This design comes from an exercise in tuning for small area on the open sky130 flow, not from production work.
In this exercise RTL edits were held to simulation tests only and were not proved equivalent to the original.
The flow treats the clock pin as an ideal source. Dropping or thinning the clock tree relies on that and would not hold on a real chip.
Power is estimated from default activity; no workload was simulated.

## job 2033
==> flow/design.v <==
package ambi_led_pkg;
    localparam int WS_TBIT    = 186;
    localparam int WS_T0H     = 59;
    localparam int WS_T1H     = 119;
    localparam int WS_TRST    = 41580;
    localparam int NUM_LED_UP = 78;
endpackage
module ws2812_tx_up (
    input  logic        clkn,
    input  logic        reset,
    input  logic        dv_RGB_in,
    input  logic [23:0] RGB_in,
    output logic        led_dout,
    output logic        busy,
    output logic        frame_done,
    output logic        drop
);
    localparam int NLED = ambi_led_pkg::NUM_LED_UP;    
    localparam int TBIT = ambi_led_pkg::WS_TBIT;       
    localparam int T0H  = ambi_led_pkg::WS_T0H;        
    localparam int T1H  = ambi_led_pkg::WS_T1H;        
    localparam int TRST = ambi_led_pkg::WS_TRST;       
    localparam logic [7:0] C_START = 8'd229;
    localparam logic [7:0] C_END_V = 8'd20,  C_END_M = 8'd95;
    localparam logic [7:0] C_T0_V  = 8'd41,  C_T0_M  = 8'd175;
    localparam logic [7:0] C_T1_V  = 8'd165, C_T1_M  = 8'd231;
    localparam logic [7:0] C_FD_V  = 8'd0,   C_FD_M  = 8'd11;
    localparam logic [6:0] Q_END_V = 7'd4,   Q_END_M = 7'd31;
    localparam logic [6:0] Q_ZERO_M = 7'd43;
    localparam logic [4:0] J_START = 5'd5;
    localparam logic [4:0] J_END_M = 5'd11;                                       
    localparam logic [4:0] J_FD_M  = 5'd9;                                        
    localparam logic [6:0] W_START = 7'd26;
    localparam logic [6:0] W_FD_M  = 7'd31;                                       
    logic [NLED*24-1:0] ring;
    logic [23:0]        tail;
    logic               busy_q, drop_q, dout_q, bitv_q;
    logic [6:0]         q_q;
    logic [7:0]         c_q;         
    logic [4:0]         j_q;         
    logic [6:0]         w_q;         
    logic               launch, last, c_end, c_t0, c_t1, q_end, q_zero, w_inc, in_bits;
    logic               sel_bit, dout_set;
    assign tail    = ring[NLED*24-1 -: 24];
    assign c_end   = (c_q & C_END_M) == C_END_V;                                           
    assign c_t0    = (c_q & C_T0_M) == C_T0_V;                                             
    assign c_t1    = (c_q & C_T1_M) == C_T1_V;                                             
    assign q_end   = (q_q & Q_END_M) == Q_END_V;                                           
    assign q_zero  = (q_q & Q_ZERO_M) == 7'd0;                                             
    assign in_bits = !(((w_q & 7'd77) == 7'd0) || ((w_q & 7'd23) == 7'd4) ||
                       ((w_q & 7'd46) == 7'd8));                                           
    assign w_inc   = c_t0 && ((j_q & J_END_M) == 5'd0);                                    
    assign launch  = !busy_q && dv_RGB_in && q_end;
    assign last    = busy_q && ((w_q & W_FD_M) == 7'd0) && ((j_q & J_FD_M) == 5'd0)      
                     && ((c_q & C_FD_M) == C_FD_V);                                        
    always_comb begin
        case (j_q)
            5'd5:    sel_bit = tail[15];
            5'd10:   sel_bit = tail[14];
            5'd21:   sel_bit = tail[13];
            5'd11:   sel_bit = tail[12];
            5'd23:   sel_bit = tail[11];
            5'd14:   sel_bit = tail[10];
            5'd29:   sel_bit = tail[9];
            5'd27:   sel_bit = tail[8];
            5'd22:   sel_bit = tail[23];
            5'd12:   sel_bit = tail[22];
            5'd24:   sel_bit = tail[21];
            5'd17:   sel_bit = tail[20];
            5'd3:    sel_bit = tail[19];
            5'd7:    sel_bit = tail[18];
            5'd15:   sel_bit = tail[17];
            5'd31:   sel_bit = tail[16];
            5'd30:   sel_bit = tail[7];
            5'd28:   sel_bit = tail[6];
            5'd25:   sel_bit = tail[5];
            5'd19:   sel_bit = tail[4];
            5'd6:    sel_bit = tail[3];
            5'd13:   sel_bit = tail[2];
            5'd26:   sel_bit = tail[1];
            default: sel_bit = tail[0];    
        endcase
    end
    assign dout_set = launch || (busy_q && c_end && in_bits);
    always_ff @(negedge clkn) begin
        ring <= {ring[NLED*24-25:0], busy_q ? tail : RGB_in};
    end
    always_ff @(negedge clkn) begin
        c_q <= (launch || c_end) ? C_START : {c_q[6:0], c_q[7] ^ c_q[6] ^ c_q[1] ^ c_q[0]};
        if (launch) begin
            j_q <= J_START;
            w_q <= W_START;
        end else if (w_inc) begin
            j_q <= J_START;
            w_q <= {w_q[5:0], w_q[6] ^ w_q[3]};
        end else if (c_t0) begin
            j_q <= {j_q[3:0], j_q[4] ^ j_q[1]};
        end
        if (busy_q && q_zero) bitv_q <= sel_bit;
    end
    always_ff @(negedge clkn or posedge reset) begin
        if (reset) begin
            busy_q <= 1'b0;
            q_q    <= '0;
            drop_q <= 1'b0;
            dout_q <= 1'b0;
        end else begin
            busy_q <= launch || (busy_q && !last);
            if (last || (!busy_q && !dv_RGB_in)) q_q <= '0;
            else if (busy_q && w_inc)            q_q <= q_q;
            else if (q_end)                      q_q <= '0;
            else                                 q_q <= {q_q[5:0], ~(q_q[6] ^ q_q[5])};
            drop_q <= busy_q ? dv_RGB_in : (!dv_RGB_in && !q_zero);
            dout_q <= dout_set || (dout_q && !c_t1 && !(c_t0 && !bitv_q));
        end
    end
    assign led_dout   = dout_q;
    assign busy       = busy_q;
    assign frame_done = last;
    assign drop       = drop_q;
endmodule
==> flow/config.mk <==
export PLATFORM = sky130hd
export DESIGN_NAME = ws2812_tx_up
export DESIGN_NICKNAME = ws2812_tx_up
export VERILOG_FILES = /design/flow/design.v
export SDC_FILE = /design/flow/constraint.sdc
export NUM_CORES = 4
export LEC_CHECK = 0
export CAP_MARGIN = 20
export CORE_MARGIN = 2
export CORE_UTILIZATION = 65
export SLEW_MARGIN = 20
==> flow/constraint.sdc <==
create_clock -name core_clock -period 12.0 [get_ports {clkn}]
set_input_delay 2.4000 -clock core_clock [delete_from_list [all_inputs] [get_ports {clkn}]]
set_output_delay 2.4000 -clock core_clock [all_outputs]
set_load 0.01 [all_outputs]
standard.sh (not shown) runs the stock make flow with config.mk's settings and CLKGATE_MAP_FILE= SYNTH_SCRIPT=/design/flow/synth_recipe.tcl, a recipe that flattens the netlist after the stock synthesis.
==> flow/flow/run.sh <==
#!/bin/bash
# Own layout flow: the standard ORFS flow (standard.sh) with its own clock tree.
#  * The synthesised netlist clocks the non-reset flip-flops through one inverter
#    on clkn (sky130hd has no plain negative-edge flip-flop). ORFS's
#    repair_clock_inverters would clone that inverter next to every flip-flop;
#    here it stays a single inverter, sized up, at the root of the tree.
#  * flow/my_cts.tcl builds the clock tree in place of TritonCTS: one leaf
#    buffer (buf_12) per cluster of up to 32 nearby flip-flops, driven by the
#    inverter.
# Everything else (synthesis, floorplan, placement, timing repair, routing,
# finishing) is the standard flow. Each tool's full output goes to the ORFS
# logs under orfs/logs and to standard_flow.log here.
set -euo pipefail
here=$(pwd)
export PRE_CTS_TCL=$here/flow/pre_cts.tcl
export CLK_INV_CELL=${CLK_INV_CELL:-sky130_fd_sc_hd__clkinv_16}
export MY_CTS_LEAF=${MY_CTS_LEAF:-32}
export MY_CTS_MID=${MY_CTS_MID:-0}
export MY_CTS_LEAF_CELL=${MY_CTS_LEAF_CELL:-sky130_fd_sc_hd__buf_12}
export BUFFER_PORTS_ARGS="-buffer_cell sky130_fd_sc_hd__buf_1"
bash standard.sh "${@:-finish}" > "$here/standard_flow.log" 2>&1
==> flow/flow/my_cts.tcl <==
# A plain two- or three-level clock tree for this design, built in place of
# TritonCTS (clock_tree_synthesis is redefined below, before cts.tcl calls it).
#
# The design has two clock nets: clkn itself, which clocks the few flip-flops
# with an asynchronous reset and the one clock inverter synthesis made, and the
# inverter's output, which clocks every other flip-flop. The inverter's sinks
# are split by recursive bisection of their placed locations into clusters of
# at most MY_CTS_LEAF sinks; each cluster gets one leaf buffer at its centroid.
# With MY_CTS_MID > 0 the leaf buffers are grouped the same way under that many
# mid-level buffers. The clkn flip-flops get one buffer of their own, so the
# clock port drives only that buffer and the inverter.

proc my_cts_env {name default} {
  if {[info exists ::env($name)] && $::env($name) ne ""} { return $::env($name) }
  return $default
}

# items: list of {obj x y}; k clusters; returns list of clusters (lists of items)
proc my_cts_bisect {items k} {
  if {$k <= 1 || [llength $items] <= 1} { return [list $items] }
  set xs [lmap it $items {lindex $it 1}]
  set ys [lmap it $items {lindex $it 2}]
  set dx [expr {[tcl::mathfunc::max {*}$xs] - [tcl::mathfunc::min {*}$xs]}]
  set dy [expr {[tcl::mathfunc::max {*}$ys] - [tcl::mathfunc::min {*}$ys]}]
  set idx [expr {$dx >= $dy ? 1 : 2}]
  set sorted [lsort -integer -index $idx $items]
  set k1 [expr {$k / 2}]
  set n [llength $sorted]
  set n1 [expr {int(round(double($n) * $k1 / $k))}]
  return [concat [my_cts_bisect [lrange $sorted 0 [expr {$n1 - 1}]] $k1] \
                 [my_cts_bisect [lrange $sorted $n1 end] [expr {$k - $k1}]]]
}

proc my_cts_center {items} {
  set sx 0.0; set sy 0.0
  foreach it $items { set sx [expr {$sx + [lindex $it 1]}]; set sy [expr {$sy + [lindex $it 2]}] }
  set n [llength $items]
  return [list [expr {int($sx / $n)}] [expr {int($sy / $n)}]]
}

set ::my_cts_count 0
# Drive the items' pins (item obj = dbITerm) from a new buffer at their centroid,
# whose input joins net in_net. Returns the new buffer's input item {iterm x y}.
proc my_cts_buffer {items master in_net prefix} {
  set block [ord::get_db_block]
  set i [incr ::my_cts_count]
  set sta_inst [make_instance "${prefix}_$i" [$master getName]]
  set sta_net [make_net "${prefix}net_$i"]
  set name [get_full_name $sta_inst]
  set nname [get_full_name $sta_net]
  foreach it $items {
    set iterm [lindex $it 0]
    set pin "[[$iterm getInst] getName]/[[$iterm getMTerm] getName]"
    disconnect_pin [get_nets [[$iterm getNet] getName]] [get_pins $pin]
    connect_pin $sta_net [get_pins $pin]
  }
  set in_pin ""; set out_pin ""
  foreach mterm [$master getMTerms] {
    if {[$mterm getSigType] ne "SIGNAL"} continue
    if {[$mterm getIoType] eq "INPUT"} { set in_pin [$mterm getName] }
    if {[$mterm getIoType] eq "OUTPUT"} { set out_pin [$mterm getName] }
  }
  connect_pin $sta_net [get_pins $name/$out_pin]
  connect_pin [get_nets [$in_net getName]] [get_pins $name/$in_pin]
  set inst [$block findInst $name]
  [$block findNet $nname] setSigType CLOCK
  lassign [my_cts_center $items] x y
  set w [$master getWidth]
  $inst setLocation [expr {$x - $w / 2}] $y
  $inst setPlacementStatus PLACED
  return [list [$inst findITerm $in_pin] $x $y]
}

proc my_cts_sinks {net} {
  set sinks {}
  foreach iterm [$net getITerms] {
    if {[$iterm isInputSignal] || [$iterm getIoType] eq "INPUT"} {
      set inst [$iterm getInst]
      set box [$inst getBBox]
      lappend sinks [list $iterm [expr {([$box xMin] + [$box xMax]) / 2}] [expr {([$box yMin] + [$box yMax]) / 2}]]
    }
  }
  return $sinks
}

proc clock_tree_synthesis {args} {
  set db [ord::get_db]
  set block [ord::get_db_block]
  set leaf_size [my_cts_env MY_CTS_LEAF 40]
  set mid [my_cts_env MY_CTS_MID 0]
  set leaf_m [$db findMaster [my_cts_env MY_CTS_LEAF_CELL sky130_fd_sc_hd__clkbuf_16]]
  set mid_m [$db findMaster [my_cts_env MY_CTS_MID_CELL sky130_fd_sc_hd__clkbuf_16]]
  set port_m [$db findMaster [my_cts_env MY_CTS_PORT_CELL sky130_fd_sc_hd__clkbuf_4]]
  set clk [$block findNet clkn]
  $clk setSigType CLOCK
  # The inverter on clkn and its output net.
  set inv ""
  foreach iterm [$clk getITerms] {
    set inst [$iterm getInst]
    if {[string match "*inv*" [[$inst getMaster] getName]]} { set inv $inst }
  }
  if {$inv eq ""} { error "my_cts: no clock inverter on clkn" }
  set inv_out [[$inv findITerm Y] getNet]
  $inv_out setSigType CLOCK
  # Leaves under the inverter.
  set sinks [my_cts_sinks $inv_out]
  set k [expr {([llength $sinks] + $leaf_size - 1) / $leaf_size}]
  set leaves {}
  foreach c [my_cts_bisect $sinks $k] {
    lappend leaves [my_cts_buffer $c $leaf_m $inv_out clkleaf]
  }
  if {$mid > 0} {
    foreach g [my_cts_bisect $leaves $mid] {
      my_cts_buffer $g $mid_m $inv_out clkmid
    }
  }
  # The flip-flops on clkn itself get one buffer, the inverter stays on the port.
  set ffs {}
  foreach s [my_cts_sinks $clk] {
    if {[[lindex $s 0] getInst] ne $inv} { lappend ffs $s }
  }
  if {[llength $ffs] > 0} { my_cts_buffer $ffs $port_m $clk clkport }
  # Put the inverter in the middle of what it drives.
  lassign [my_cts_center [my_cts_sinks $inv_out]] x y
  $inv setLocation $x $y
  puts "my_cts: [llength $sinks] sinks, $k leaf buffers, $mid mid buffers, [llength $ffs] flip-flops on clkn"
}
Other scripts of this flow, unchanged in this note and not shown: flow/flow/pre_cts.tcl
Here is what was changed in the inputs of job 9736 compared with job 2033.
-- flow/flow/run.sh --
<<< job 2033, line 7
#  * flow/my_cts.tcl builds the clock tree in place of TritonCTS: one leaf
#    buffer (buf_12) per cluster of up to 32 nearby flip-flops, driven by the
#    inverter.
# Everything else (synthesis, floorplan, placement, timing repair, routing,
>>> job 9736, line 7
#  * flow/my_cts.tcl builds the clock tree in place of TritonCTS: one leaf
#    buffer per cluster of nearby flip-flops, driven by the inverter.
# Everything else (synthesis, floorplan, placement, timing repair, routing,
<<< job 2033, line 16
export CLK_INV_CELL=${CLK_INV_CELL:-sky130_fd_sc_hd__clkinv_16}
export MY_CTS_LEAF=${MY_CTS_LEAF:-32}
export MY_CTS_MID=${MY_CTS_MID:-0}
export MY_CTS_LEAF_CELL=${MY_CTS_LEAF_CELL:-sky130_fd_sc_hd__buf_12}
export BUFFER_PORTS_ARGS="-buffer_cell sky130_fd_sc_hd__buf_1"
>>> job 9736, line 15
export CLK_INV_CELL=${CLK_INV_CELL:-sky130_fd_sc_hd__clkinv_16}
export MY_CTS_LEAF=${MY_CTS_LEAF:-36}
export MY_CTS_MID=${MY_CTS_MID:-0}
export BUFFER_PORTS_ARGS="-buffer_cell sky130_fd_sc_hd__buf_1"
-- flow/flow/my_cts.tcl --
<<< job 2033, line 56
  }
  set in_pin ""; set out_pin ""
  foreach mterm [$master getMTerms] {
    if {[$mterm getSigType] ne "SIGNAL"} continue
    if {[$mterm getIoType] eq "INPUT"} { set in_pin [$mterm getName] }
    if {[$mterm getIoType] eq "OUTPUT"} { set out_pin [$mterm getName] }
  }
  connect_pin $sta_net [get_pins $name/$out_pin]
  connect_pin [get_nets [$in_net getName]] [get_pins $name/$in_pin]
  set inst [$block findInst $name]
>>> job 9736, line 56
  }
  connect_pin $sta_net [get_pins $name/X]
  connect_pin [get_nets [$in_net getName]] [get_pins $name/A]
  set inst [$block findInst $name]
<<< job 2033, line 70
  $inst setPlacementStatus PLACED
  return [list [$inst findITerm $in_pin] $x $y]
}
>>> job 9736, line 64
  $inst setPlacementStatus PLACED
  return [list [$inst findITerm A] $x $y]
}
Findings:
[compare] base=job 2033 new=job 9736: final cell count without fillers ~0 delta, setup slack +50 ps, register-to-register setup slack +40 ps, maximum VDD drop -0.000050 V, global-route usage ~0 delta. Relative to job 2033, the clock group share of total power of job 9736 is lower by 0.4 points. Status: total non-filler cell area in the finished layout parity (job 9736, job 2033).
No run of this note takes its clock network from TritonCTS; it comes from the design's own scripts or RTL.
